This is an optimization exercise on Yosys and OpenROAD, whose aim is small area, a short achievable clock period and few clock cycles, not a production implementation. Power figures rest on the tool's default switching activity, not on a simulated workload.

==> cedar: inputs <==
// ir_text_tokenizer
module ir_text_tokenizer (
    input  logic         aclk,
    input  logic         aresetn,
    input  logic         s_tvalid,
    output logic         s_tready,
    input  logic [7:0]   s_tdata,    
    input  logic         s_tuser,    
    output logic         m_tvalid,
    input  logic         m_tready,
    output logic [175:0] m_tdata,
    output logic [4:0]   m_tuser,    
    output logic         m_tlast     
);
clock: 14.0 ns
lec_check: 0
cap_margin: 20
core_margin: 2
core_utilization: 40
slew_margin: 20
standard.sh (not shown) runs the stock make flow with config.mk's settings and CLKGATE_MAP_FILE= SYNTH_SCRIPT=/design/flow/synth_recipe.tcl, a recipe that flattens the netlist after the stock synthesis.
==> flow/flow/run.sh <==
#!/bin/bash
# Standard layout, with timing repair aimed below the design's period,
# small port buffers and a clock tree of smaller buffers without dummy loads.
set -euo pipefail
bash standard.sh SETUP_SLACK_MARGIN=9.5 \
  "BUFFER_PORTS_ARGS=-buffer_cell sky130_fd_sc_hd__buf_1" \
  "CTS_BUF_LIST=sky130_fd_sc_hd__clkbuf_4 sky130_fd_sc_hd__clkbuf_8" \
  "CTS_ARGS=-sink_clustering_enable -repair_clock_nets -dont_use_dummy_load" \
  finish > standard_flow.log 2>&1
==> indigo: changes against cedar <==
--- a/flow/design.v
+++ b/flow/design.v
@@ -110,17 +110,17 @@
             8'h28:   c_kind = K_LPAREN;
             8'h29:   c_kind = K_RPAREN;
             8'h5B:   c_kind = K_LBRACK;
             8'h5D:   c_kind = K_RBRACK;
             8'h7B:   c_kind = K_LBRACE;
             8'h7D:   c_kind = K_RBRACE;
             default: begin c_kind = K_UNEXP; c_single = 1'b0; end
         endcase
-        c_dig = c_digit ? c[3:0] : (c[3:0] + 4'd9);
+        c_dig = c[6] ? (c[3:0] + 4'd9) : c[3:0];    
     end
     logic n_slash, n_semi, n_gt, n_digit;
     always_comb begin
         n_slash = !iend && (idata == 8'h2F);
         n_semi  = !iend && (idata == 8'h3B);
         n_gt    = !iend && (idata == 8'h3E);
         n_digit = !iend && (idata >= 8'h30) && (idata <= 8'h39);
     end
@@ -152,44 +152,40 @@
             M_VAL:    open_kind = K_VAL;
             M_LAB:    open_kind = K_LAB;
             M_IDENT:  open_kind = K_IDENT;
             M_SEMI2:  open_kind = K_SEMI2;
             M_ARROW2: open_kind = K_ARROW;
             default:  open_kind = fpoint ? K_FLOAT : K_INT;
         endcase
     end
-    logic [66:0] sdec;
+    logic [63:0] sdec;
     logic [4:0]  kk;                 
-    logic [66:0] ax, ay, au, av, pg_g, pg_p;
+    logic [63:0] ax, ay, au, av, pg_g, pg_p;
     logic [63:0] acc_step;
     logic        big_step;
     always_comb begin
-        ax = {acc, 3'b000};
-        ay = {2'b00, acc, 1'b0};
-        au = ax ^ ay ^ {62'd0, kk};
-        av = {((ax & ay) | (ax & {62'd0, kk}) | (ay & {62'd0, kk})), 1'b0};
+        ax = {acc[60:0], 3'b000};
+        ay = {acc[62:0], 1'b0};
+        au = ax ^ ay ^ {59'd0, kk};
+        av = {((ax[62:0] & ay[62:0]) | (ax[62:0] & {58'd0, kk}) | (ay[62:0] & {58'd0, kk})),
+              1'b0};
         pg_g = au & av;
         pg_p = au ^ av;
-        for (int d = 1; d < 67; d = d * 2)
-            for (int i = 2 * d - 1; i < 67; i = i + 2 * d) begin
+        for (int d = 1; d < 64; d = d * 2)
+            for (int i = 63; i >= d; i = i - 1) begin
                 pg_g[i] = pg_g[i] | (pg_p[i] & pg_g[i - d]);
                 pg_p[i] = pg_p[i] & pg_p[i - d];
             end
-        for (int d = 32; d >= 1; d = d / 2)
-            for (int i = 3 * d - 1; i < 67; i = i + 2 * d) begin
-                pg_g[i] = pg_g[i] | (pg_p[i] & pg_g[i - d]);
-                pg_p[i] = pg_p[i] & pg_p[i - d];
-            end
-        sdec = (au ^ av) ^ {pg_g[65:0], 1'b0};
+        sdec = (au ^ av) ^ {pg_g[62:0], 1'b0};
         if (mode == M_HEX) begin
             acc_step = {acc[59:0], c_dig};
             big_step = (acc[62:59] != 4'd0);
         end else begin
-            acc_step = sdec[63:0];
+            acc_step = sdec;
             big_step = !acc[63] &&
                        ((acc[62:0] > 63'd922337203685477580) ||
                         ((acc[62:0] == 63'd922337203685477580) && (kk >= 5'd8)) ||
                         ((acc[62:0] == 63'd922337203685477579) && (kk == 5'd18)));
         end
     end
     logic        closeA;             
     logic        pair;               
@@ -331,25 +327,19 @@
     logic fneg_d;
     always_comb begin
         if (loadT && num_start) fneg_d = c_minus;
         else if (loadT || (advance && point_set) || closeT) fneg_d = 1'b0;
         else fneg_d = fneg;
     end
     logic [15:0] ln_n, cl_n, of_n;
     always_comb begin
-        ln_n = ln;
-        cl_n = cl;
+        ln_n = c_lf ? ln + {15'd0, ~&ln} : ln;
+        cl_n = c_lf ? 16'd1 : cl + {15'd0, ~&cl};
         of_n = of + 16'd1;
-        if (c_lf) begin
-            if (ln != 16'hFFFF) ln_n = ln + 16'd1;
-            cl_n = 16'd1;
-        end else if (cl != 16'hFFFF) begin
-            cl_n = cl + 16'd1;
-        end
     end
     always_ff @(posedge aclk) begin
         if (!aresetn) begin
             hv   <= 1'b0;
             mode <= M_IDLE;
             ln   <= 16'd1;
             cl   <= 16'd1;
             of   <= 16'd0;
@@ -390,26 +380,28 @@
             if (loadT) begin
                 tl <= ln;
                 tc <= cl;
                 to <= start_sig ? of_n : of;
             end
             if (loadT) tlen <= {15'd0, !emitD && !start_sig};
             else if (advance && (cont || pair)) tlen <= tlen + 16'd1;
             if (!hv || advance) kk <= {1'b0, idata[3:0]} + (fneg_d ? 5'd9 : 5'd0);
-            fneg <= fneg_d;
             if (loadT && num_start) begin
+                fneg   <= c_minus;
                 fpoint <= 1'b0;
                 acc    <= c_minus ? {64{1'b1}} : {60'd0, c[3:0]};
             end else if (loadT || (advance && point_set)) begin
+                fneg   <= 1'b0;
                 fpoint <= point_set;
                 acc    <= 64'd0;
             end else if (advance && acc_digit) begin
                 acc <= big_step ? 64'h7FFFFFFFFFFFFFFF : acc_step;
             end else if (closeT) begin
+                fneg <= 1'b0;
                 acc  <= acc ^ {64{fneg}};
             end
         end
     end
     assign m_tvalid = tv;
     assign m_tlast  = tlast;
     assign m_tuser  = tkind;
     assign m_tdata  = {acc,
==> flow/flow/run.sh (replaced) <==
#!/bin/bash
# Standard layout, with timing repair aimed below the design's period,
# small port buffers and a clock tree of smaller buffers without dummy loads.
set -euo pipefail
bash standard.sh SETUP_SLACK_MARGIN=9.5 \
  "BUFFER_PORTS_ARGS=-buffer_cell sky130_fd_sc_hd__buf_1" \
  "CTS_ARGS=-sink_clustering_enable -repair_clock_nets -dont_use_dummy_load -buf_list {sky130_fd_sc_hd__clkbuf_4 sky130_fd_sc_hd__clkbuf_8}" \
  finish > standard_flow.log 2>&1
==> run notes <==
In cedar the sequential share of layout area is lower than in indigo, by 0.44 points. Critical path depth: cedar is higher than indigo (6). Between indigo and cedar, the lower die area is in cedar (gap 4.8%, measured against cedar). Between indigo and cedar, the lower clock power is in indigo (gap about 17%, measured against cedar).
No functional check of the RTL was part of any run of this note.


==> exp/ember: inputs <==
ir_text_tokenizer, a different RTL version from the one above (not shown whole).
export LEC_CHECK = 0
export CAP_MARGIN = 20
export CORE_MARGIN = 2
export CORE_UTILIZATION = 40
export SLEW_MARGIN = 20
create_clock -name core_clock -period 14.0 [get_ports {aclk}]
==> flow/flow/run.sh <==
#!/bin/bash
# Standard layout, with timing repair aimed below the design's period.
set -euo pipefail
bash standard.sh SETUP_SLACK_MARGIN=9.5 finish > standard_flow.log 2>&1
==> inputs of exp/sierra, as changes to exp/ember <==
--- a/flow/design.v
+++ b/flow/design.v
@@ -136,19 +136,36 @@
             M_SEMI2:  open_kind = K_SEMI2;
             M_ARROW2: open_kind = K_ARROW;
             default:  open_kind = fpoint ? K_FLOAT : K_INT;
         endcase
     end
     logic [66:0] sdec;
     logic [4:0]  kk;
+    logic [66:0] ax, ay, au, av, pg_g, pg_p;
     logic [63:0] acc_step;
     logic        big_step;
     always_comb begin
         kk = fneg ? {1'b0, c[3:0]} + 5'd9 : {1'b0, c[3:0]};
-        sdec = {acc, 3'b000} + {2'b00, acc, 1'b0} + {62'd0, kk};
+        ax = {acc, 3'b000};
+        ay = {2'b00, acc, 1'b0};
+        au = ax ^ ay ^ {62'd0, kk};
+        av = {((ax & ay) | (ax & {62'd0, kk}) | (ay & {62'd0, kk})), 1'b0};
+        pg_g = au & av;
+        pg_p = au ^ av;
+        for (int d = 1; d < 67; d = d * 2)
+            for (int i = 2 * d - 1; i < 67; i = i + 2 * d) begin
+                pg_g[i] = pg_g[i] | (pg_p[i] & pg_g[i - d]);
+                pg_p[i] = pg_p[i] & pg_p[i - d];
+            end
+        for (int d = 32; d >= 1; d = d / 2)
+            for (int i = 3 * d - 1; i < 67; i = i + 2 * d) begin
+                pg_g[i] = pg_g[i] | (pg_p[i] & pg_g[i - d]);
+                pg_p[i] = pg_p[i] & pg_p[i - d];
+            end
+        sdec = (au ^ av) ^ {pg_g[65:0], 1'b0};
         if (mode == M_HEX) begin
             acc_step = {acc[59:0], c_dig};
             big_step = (acc[62:59] != 4'd0);
         end else begin
             acc_step = sdec[63:0];
             big_step = !acc[63] &&
                        ((acc[62:0] > 63'd922337203685477580) ||
==> inputs of exp/juniper, as changes to exp/ember <==
--- a/flow/design.v
+++ b/flow/design.v
@@ -136,19 +136,36 @@
             M_SEMI2:  open_kind = K_SEMI2;
             M_ARROW2: open_kind = K_ARROW;
             default:  open_kind = fpoint ? K_FLOAT : K_INT;
         endcase
     end
     logic [66:0] sdec;
     logic [4:0]  kk;
+    logic [66:0] ax, ay, au, av, pg_g, pg_p;
     logic [63:0] acc_step;
     logic        big_step;
     always_comb begin
         kk = fneg ? {1'b0, c[3:0]} + 5'd9 : {1'b0, c[3:0]};
-        sdec = {acc, 3'b000} + {2'b00, acc, 1'b0} + {62'd0, kk};
+        ax = {acc, 3'b000};
+        ay = {2'b00, acc, 1'b0};
+        au = ax ^ ay ^ {62'd0, kk};
+        av = {((ax & ay) | (ax & {62'd0, kk}) | (ay & {62'd0, kk})), 1'b0};
+        pg_g = au & av;
+        pg_p = au ^ av;
+        for (int d = 1; d < 67; d = d * 2)
+            for (int i = 2 * d - 1; i < 67; i = i + 2 * d) begin
+                pg_g[i] = pg_g[i] | (pg_p[i] & pg_g[i - d]);
+                pg_p[i] = pg_p[i] & pg_p[i - d];
+            end
+        for (int d = 32; d >= 1; d = d / 2)
+            for (int i = 3 * d - 1; i < 67; i = i + 2 * d) begin
+                pg_g[i] = pg_g[i] | (pg_p[i] & pg_g[i - d]);
+                pg_p[i] = pg_p[i] & pg_p[i - d];
+            end
+        sdec = (au ^ av) ^ {pg_g[65:0], 1'b0};
         if (mode == M_HEX) begin
             acc_step = {acc[59:0], c_dig};
             big_step = (acc[62:59] != 4'd0);
         end else begin
             acc_step = sdec[63:0];
             big_step = !acc[63] &&
                        ((acc[62:0] > 63'd922337203685477580) ||
==> flow/flow/run.sh (replaced) <==
#!/bin/bash
# Standard layout, with timing repair aimed below the design's period.
set -euo pipefail
bash standard.sh SETUP_SLACK_MARGIN=10.5 finish > standard_flow.log 2>&1
==> run notes <==
The highest register-to-register slack belongs to exp/sierra, the lowest to exp/juniper.
Against exp/juniper, the global-route usage of exp/sierra is lower by 3.2 points.
Of exp/juniper and exp/sierra, exp/juniper has the higher critical path depth (gap 27).
Sequential power: exp/ember is lower than exp/sierra (about 1%).
Against exp/ember, the count of clock-buffer cells in the layout of exp/sierra is higher by 12.
Between exp/ember and exp/sierra, the lower clock skew is in exp/sierra (gap 0.012 ns).
In flip-flop and latch count, exp/ember and exp/juniper do not differ.
No functional check of the RTL was part of any run of this note.

-- afterwards: timing with drivers on the ports --
In the flow no input, the clock included, has a driving cell. The finished layouts below were timed again as built, in two steps. Step 1 (the two cells are an assumption about what drives the block):
set clk [get_ports {aclk}]
set_driving_cell -lib_cell sky130_fd_sc_hd__clkbuf_16 $clk
set_driving_cell -lib_cell sky130_fd_sc_hd__buf_2 [delete_from_list [all_inputs] $clk]
Step 2 moves the port delays by t, midway between the first and last clock arrival at a register: inputs arrive t later, outputs are due t later. That takes back most of the time a late clock gives input paths. Slacks: ideal ports / drivers / drivers and shift; pairs: ideal ports / drivers.
run	shift t [ns]	setup slack, ns	worst hold slack (ns)
cedar	0.600	9.232 / 9.232 / 9.124	0.473 / 0.473 / 0.473
indigo	0.587	9.649 / 9.649 / 9.128	0.475 / 0.475 / 0.475
exp/ember	0.611	9.509 / 9.478 / 8.999	0.460 / 0.460 / 0.460
exp/sierra	0.608	9.434 / 9.380 / 8.955	0.442 / 0.442 / 0.442
exp/juniper	0.613	9.445 / 9.445 / 9.445	0.442 / 0.442 / 0.442
After both steps setup and hold are still met in every run listed. For indigo, which loses most, drivers alone change the setup slack by 0.000 ns; drivers and shift together by -0.521 ns.
